What follows belongs to an exercise in optimizing a design on an open flow for small area; a production flow would make more cautious choices. Only simulation tests tie the RTL to the original design; equivalence was not proved. No activity file was given, so power comes from the tool's default toggle rates.

==> flow/design.v <==
package mips_pkg;
  localparam int DATA_W = 32;
  localparam int REG_ADDR_W = 5;
  localparam logic [REG_ADDR_W-1:0] REG_ZERO = 5'd0;
endpackage
module reg_scoreboard #(
  parameter int DEPTH = 32,
  parameter int ADDR_W = $clog2(DEPTH),
  parameter bit ZERO_REG = 1'b1
) (
  input  logic clock,
  input  logic reset,
  input  logic iss_en,
  input  logic [ADDR_W-1:0] iss_addr,
  input  logic wr_en,
  input  logic [ADDR_W-1:0] wr_addr,
  input  logic [ADDR_W-1:0] addr1,
  input  logic [ADDR_W-1:0] addr2,
  output logic pend1,
  output logic pend2
);
  logic [DEPTH-1:0] busy, busyNext;
  always_comb begin
    busyNext = busy;
    if (wr_en) busyNext[wr_addr] = 1'b0;
    if (iss_en && !(ZERO_REG && iss_addr == '0)) busyNext[iss_addr] = 1'b1;
  end
  always_ff @(posedge clock)
    busy <= reset ? '0 : busyNext;
  assign pend1 = busy[addr1] && !(wr_en && wr_addr == addr1) && !(ZERO_REG && addr1 == '0);
  assign pend2 = busy[addr2] && !(wr_en && wr_addr == addr2) && !(ZERO_REG && addr2 == '0);
endmodule
module regfile_sb #(
  parameter int DATA_W = mips_pkg::DATA_W,
  parameter int DEPTH = 32,
  parameter bit ZERO_REG = 1'b1,
  parameter bit BYPASS = 1'b1
) (
  input  logic clock,
  input  logic reset,
  input  logic rd_en,
  input  logic [$clog2(DEPTH)-1:0] rd_addr1,
  input  logic [$clog2(DEPTH)-1:0] rd_addr2,
  output logic [DATA_W-1:0] rd_data1,
  output logic [DATA_W-1:0] rd_data2,
  output logic rd_valid,
  output logic hazard,
  input  logic wr_en,
  input  logic [$clog2(DEPTH)-1:0] wr_addr,
  input  logic [DATA_W-1:0] wr_data,
  input  logic iss_en,
  input  logic [$clog2(DEPTH)-1:0] iss_addr
);
  localparam int ADDR_W = $clog2(DEPTH);
  logic [DATA_W-1:0] mem [DEPTH];
  logic [DATA_W-1:0] src1, src2;
  logic pend1, pend2, accept, wrOk;
  reg_scoreboard #(.DEPTH(DEPTH), .ADDR_W(ADDR_W), .ZERO_REG(ZERO_REG)) scoreboard (
    .clock(clock),
    .reset(reset),
    .iss_en(iss_en),
    .iss_addr(iss_addr),
    .wr_en(wr_en),
    .wr_addr(wr_addr),
    .addr1(rd_addr1),
    .addr2(rd_addr2),
    .pend1(pend1),
    .pend2(pend2)
  );
  assign hazard = rd_en & (pend1 | pend2);
  assign accept = rd_en & ~hazard;
  assign wrOk = wr_en && !(ZERO_REG && wr_addr == '0);
  always_comb begin
    src1 = (ZERO_REG && rd_addr1 == '0) ? '0
         : (BYPASS && wr_en && wr_addr == rd_addr1) ? wr_data : mem[rd_addr1];
    src2 = (ZERO_REG && rd_addr2 == '0) ? '0
         : (BYPASS && wr_en && wr_addr == rd_addr2) ? wr_data : mem[rd_addr2];
  end
  always_ff @(posedge clock) begin
    if (reset) begin
      for (int i = 0; i < DEPTH; i++) mem[i] <= '0;
      rd_data1 <= '0;
      rd_data2 <= '0;
      rd_valid <= 1'b0;
    end else begin
      if (wrOk) mem[wr_addr] <= wr_data;
      rd_valid <= accept;
      if (accept) begin
        rd_data1 <= src1;
        rd_data2 <= src2;
      end
    end
  end
endmodule
==> flow/run.sh <==
#!/bin/bash
# synth_recipe.tcl (not shown) runs the flow's synth.tcl, then flattens the netlist and writes it again
# the make line also repeats each setting of config.mk as NAME=value (left out here)
make -C /OpenROAD-flow-scripts/flow DESIGN_CONFIG=/design/flow/config.mk WORK_HOME=/design/flow/orfs CLKGATE_MAP_FILE= SYNTH_SCRIPT=/design/flow/synth_recipe.tcl finish
==> flow/config.mk <==
export PLATFORM = sky130hd
export DESIGN_NAME = regfile_sb
export DESIGN_NICKNAME = regfile_sb
export VERILOG_FILES = /design/flow/design.v
export SDC_FILE = /design/flow/constraint.sdc
export NUM_CORES = 4
export LEC_CHECK = 0
export CAP_MARGIN = 20
export CORE_MARGIN = 2
export CORE_UTILIZATION = 40
export SLEW_MARGIN = 20
==> flow/constraint.sdc <==
create_clock -name core_clock -period 6.0 [get_ports {clock}]
set_input_delay 1.2000 -clock core_clock [delete_from_list [all_inputs] [get_ports {clock}]]
set_output_delay 1.2000 -clock core_clock [all_outputs]
set_load 0.01 [all_outputs]
==> impl_metrics.xml <==
<?xml version="1.0" encoding="UTF-8"?>
<metrics>
  <group name="status">
    <metric name="outcome" unit="">finished clean</metric>
  </group>
  <group name="pwr">
    <metric name="power.switching_fraction" unit="">0.269</metric>
    <metric name="internal_power" unit="mW">14.2</metric>
    <metric name="vdd.ir_drop.worst" unit="mV">0.254</metric>
    <metric name="pd_cells" unit="nW/um^2">292</metric>
    <metric name="clock_share_of_power" unit="">0.382</metric>
    <metric name="finalPower" unit="mW">19.4</metric>
    <metric name="combinational_cell_fraction_of_total_power" unit="">0.144</metric>
    <metric name="static-leakage-power" unit="nW">20.6</metric>
    <metric name="power.switching" unit="mW">5.22</metric>
    <metric name="share_seq_of_total_power" unit="">0.474</metric>
  </group>
  <group name="grt">
    <metric name="grt-ovfl-total" unit="">0</metric>
    <metric name="initial_antenna_violation_count" unit="">3</metric>
    <metric name="grt_max_degree" unit="">132</metric>
    <metric name="number_of_global_route_vias_before_repair" unit="">42519</metric>
    <metric name="grt_use_total" unit="">0.287</metric>
    <metric name="grt_first_pass_wirelength" unit="mm">314</metric>
  </group>
  <group name="worst_hold_path">
    <metric name="hold_path_startpoint" unit="">rd_data1[23]</metric>
    <metric name="holdCritPathClass" unit="">register to register</metric>
    <metric name="timing.hold.worst_endpoint" unit="">rd_data1[23]</metric>
    <metric name="holdPathStages" unit="">2</metric>
  </group>
  <group name="sta">
    <metric name="final.hold.worst_slack" unit="ns">0.442</metric>
    <metric name="setup_violations" unit="">0</metric>
    <metric name="clock_skew" unit="ns">0.0329</metric>
    <metric name="max-slew-margin-rel" unit="">0.180</metric>
    <metric name="clock.fmax" unit="MHz">174</metric>
    <metric name="fin_crit_sh" unit="">0.955</metric>
    <metric name="tightestPinTransition" unit="ns">1.23</metric>
    <metric name="drv_slew" unit="">0</metric>
    <metric name="final_hold_vios" unit="">0</metric>
    <metric name="timing.setup.tns" unit="ns">0</metric>
    <metric name="post-route-min-period" unit="ns">5.73</metric>
    <metric name="rsz0062_at_grt" unit="">false</metric>
  </group>
  <group name="final_layout">
    <metric name="layout.cell_area.non_filler" unit="um^2">66400</metric>
    <metric name="layout.nets" unit="">4340</metric>
    <metric name="drive_gt1_frac" unit="">0.196</metric>
    <metric name="area_growth_syn_to_layout" unit="%">13.0</metric>
  </group>
  <group name="synth">
    <metric name="synthDistinctLibCells" unit="">50</metric>
    <metric name="ys_dominant_reg_cell" unit="">sky130_fd_sc_hd__edfxtp_1</metric>
    <metric name="post_synth_most_frequent_cells" unit="">1027 x sky130_fd_sc_hd__nor3_1, 1024 x sky130_fd_sc_hd__edfxtp_1, 447 x sky130_fd_sc_hd__clkbuf_1</metric>
    <metric name="synth_most_common_cell" unit="">sky130_fd_sc_hd__nor3_1</metric>
    <metric name="synthesis.nets" unit="">4498</metric>
    <metric name="yosysSeqAreaShare" unit="">0.556</metric>
    <metric name="synthesis.area" unit="um^2">58800</metric>
    <metric name="asyncSetResetFlopFracSynth" unit="">0</metric>
    <metric name="synth_cells" unit="">4432</metric>
    <metric name="synth_top_area_cell" unit="">sky130_fd_sc_hd__edfxtp_1</metric>
    <metric name="synth_area_per_cell" unit="um^2">13.3</metric>
    <metric name="yosysWarningCount" unit="">2</metric>
    <metric name="synth_edf_count" unit="">1024</metric>
    <metric name="synth_seq_cells" unit="">1121</metric>
    <metric name="top_area_cell_type_share_of_the_netlist_area" unit="">0.523</metric>
    <metric name="synth.top_cells.by_area" unit="">sky130_fd_sc_hd__edfxtp_1 52%, sky130_fd_sc_hd__mux4_2 16%, sky130_fd_sc_hd__nor3_1 8.7%</metric>
  </group>
  <group name="cts">
    <metric name="post-cts-setup-buffers" unit="">0</metric>
    <metric name="htree_num_levels" unit="">3</metric>
    <metric name="max-clock-path-buffers" unit="">3</metric>
    <metric name="clk_latency_worst_skew_pair" unit="ns">0.76</metric>
    <metric name="post_cts_hold_buffer_count" unit="">0</metric>
    <metric name="tritoncts_clock_tree" unit="">built</metric>
    <metric name="cts-buffers-inserted" unit="">121</metric>
    <metric name="clk_pin_slew" unit="ns">0.06</metric>
    <metric name="clock-root-buffer" unit="">sky130_fd_sc_hd__clkbuf_16</metric>
    <metric name="cts.sink_count" unit="">1121</metric>
    <metric name="cts-resized-gates" unit="">0</metric>
  </group>
  <group name="die">
    <metric name="row_count" unit="">140</metric>
    <metric name="starting_utilization_of_the_core_area" unit="">0.404</metric>
    <metric name="coreArea" unit="um^2">146000</metric>
    <metric name="io_pins" unit="">123</metric>
    <metric name="die-area" unit="um^2">150000</metric>
    <metric name="die_height" unit="um">387</metric>
    <metric name="die-width" unit="um">387</metric>
  </group>
  <group name="setup_path">
    <metric name="cp_max_fo" unit="">11</metric>
    <metric name="critPathTopFamily" unit="">buffers and inverters</metric>
    <metric name="r2r_slack" unit="ns">2.39</metric>
    <metric name="start_to_end_type_of_the_worst_setup_path" unit="">input pin to output port</metric>
    <metric name="cp_data_required_time" unit="ns">4.80</metric>
    <metric name="crit_chain" unit="">clkdlybuf4s50_1, mux2i_1, mux4_2, a22oi_1, nand4b_1, a21oi_1, buf_4, clkdlybuf4s50_1</metric>
    <metric name="reg2reg_from" unit="">scoreboard.busy[19]</metric>
    <metric name="worst_r2r_path_depth" unit="">8</metric>
    <metric name="path_buf_inv" unit="">3</metric>
    <metric name="crit_path_frequent_cell" unit="">sky130_fd_sc_hd__clkdlybuf4s50_1</metric>
    <metric name="slowest_delay" unit="ns">0.89</metric>
    <metric name="slowest_stage_cell_crit_path" unit="">sky130_fd_sc_hd__clkdlybuf4s50_1</metric>
    <metric name="critPathArrivalTime" unit="ns">4.53</metric>
    <metric name="crit_path_end_kind" unit="">output port</metric>
    <metric name="rr_endpoint" unit="">rd_data1[21]</metric>
    <metric name="setup.worst_path.start_class" unit="">input pin</metric>
  </group>
  <group name="route">
    <metric name="drt-total-wl" unit="mm">219</metric>
    <metric name="dr.first_iter.drc_count" unit="">6697</metric>
    <metric name="final_antenna_net_count" unit="">0</metric>
    <metric name="vias_per_cell" unit="">6.98</metric>
    <metric name="drt-wirelength-per-cell" unit="um">34.9</metric>
    <metric name="drt_pre_antenna_iters" unit="">8</metric>
    <metric name="vias" unit="">43901</metric>
    <metric name="route.detailed.drc" unit="">0</metric>
  </group>
  <group name="place">
    <metric name="dp_hpwl" unit="mm">128</metric>
    <metric name="placed_cell_area" unit="um^2">62400</metric>
    <metric name="finalWeightedCongestion" unit="">0.894</metric>
    <metric name="buffer_ports.inserted" unit="">122</metric>
  </group>
  <group name="flow_run">
    <metric name="maxCapViolations" unit="">0</metric>
  </group>
</metrics>
[final cells by class]
type / count / area, um^2
clock buffers: 188 / 3600
clock inverters: 34 / 243
diodes: 1 / 2.50
fillers: 12969 / 79300
repair buffers: 308 / 3240
flip-flops and latches: 1121 / 32700
inverters: 70 / 265
well taps: 1917 / 2400
multi-input cells: 2652 / 24000
[per-layer routing]
layer | vias to the layer above | share of wire | track usage
li1 | 17531 | - | -
met1 | 22573 | 0.38 | 0.399
met2 | 3211 | 0.44 | 0.425
met3 | 584 | 0.13 | 0.0684
met4 | 2 | 0.053 | 0.129
met5 | - | 0.000059 | 0
[power groups by stage]
stage	Clock [mW]	Combinational (mW)	Sequential, mW
finish	7.40	2.79	9.20
detailed placement	0	2.71	9.35
CTS	7.42	2.72	9.19
global placement	0	2.69	9.33
floorplan	0	1.60	9.30
global route	7.72	2.87	9.24
[cells in the final DEF (no fill, tap or decap), types with 97 or more instances in the layout]
cell type / n
sky130_fd_sc_hd__nor3_1: 1027
sky130_fd_sc_hd__edfxtp_1: 1024
sky130_fd_sc_hd__mux4_2: 406
sky130_fd_sc_hd__mux2i_1: 306
sky130_fd_sc_hd__a22oi_1: 190
sky130_fd_sc_hd__a21oi_1: 157
sky130_fd_sc_hd__buf_4: 139
sky130_fd_sc_hd__clkbuf_16: 128
sky130_fd_sc_hd__clkdlybuf4s50_1: 115
sky130_fd_sc_hd__dfxtp_1: 97
[state kept, by name, summed over array words and instances, names as in the netlist]
signal,cells
rd_data1,32
rd_data2,32
scoreboard.busy,32
mem,1024
rd_valid,1
[cells by family (layout without fill, tap and decap cells)]
logic type,count (synthesis),after routing,share of synthesized area
AOI/OAI and AO/OA,683,683,0.0811
xor gates and xnor gates,19,19,0.00283
adders and majority gates,9,9,0.00191
buffers and inverters,659,600,0.0461
DFF,1121,1121,0.556
muxes,712,712,0.208
other,0,1,0
and+or+nand+nor,1229,1229,0.105
[worst max-delay path by stage]
stage / start / to / slack [ns] / depth (start not counted)
floorplan: wr_addr[0] / mem[14][0] / 0.27 / 10
CTS: rd_addr1[2] / hazard / 0.45 / 8
detailed placement: rd_addr1[2] / hazard / 0.46 / 8
global route: rd_addr1[2] / hazard / 0.26 / 8
finish: rd_addr1[2] / hazard / 0.27 / 8
global placement: rd_addr1[2] / hazard / 0.42 / 8
[per-stage QoR]
stage	setup slack (ns)	utilization	instances
after floorplan	0.275	-	4432
after global placement	0.421	0.428	6059
after detailed placement	0.462	0.428	6061
after CTS	0.447	0.455	6283
after global routing	0.262	0.456	6290
final	0.267	0.456	6291
[worst register-to-register path: stages (launching register included)]
cell and delay [ns]:
sky130_fd_sc_hd__dfxtp_1 0.34, sky130_fd_sc_hd__mux4_2 0.45, sky130_fd_sc_hd__mux2i_1 0.29, sky130_fd_sc_hd__nand3_1 0.15, sky130_fd_sc_hd__nand4b_1 0.16, sky130_fd_sc_hd__buf_4 0.53, sky130_fd_sc_hd__nand3_2 0.97, sky130_fd_sc_hd__buf_4 0.50
sky130_fd_sc_hd__a21oi_1 0.15

-- static timing again, ports no longer ideal --
How much do the figures lean on ideal ports? The routed layout below was timed once more, with nothing changed but the port constraints. Step 1 (the two cells are an assumption about what drives the block):
set clk [get_ports {clock}]
set_driving_cell -lib_cell sky130_fd_sc_hd__clkbuf_16 $clk
set_driving_cell -lib_cell sky130_fd_sc_hd__buf_2 [delete_from_list [all_inputs] $clk]
Step 2 moves the port delays by t, midway between the first and last clock arrival at a register: inputs arrive t later, outputs are due t later. That takes back most of the time a late clock gives input paths. a / b / c = ideal ports / drivers / drivers and shift; a / b = the first two.
t, ns: 0.821
slack for setup (ns): 0.267 / 0.237 / 0.237
worst hold slack (ns): 0.442 / 0.442 / 0.442
After both steps this run still meets setup and hold. For this run, drivers alone change the setup slack by -0.030 ns; drivers and shift together by -0.030 ns.
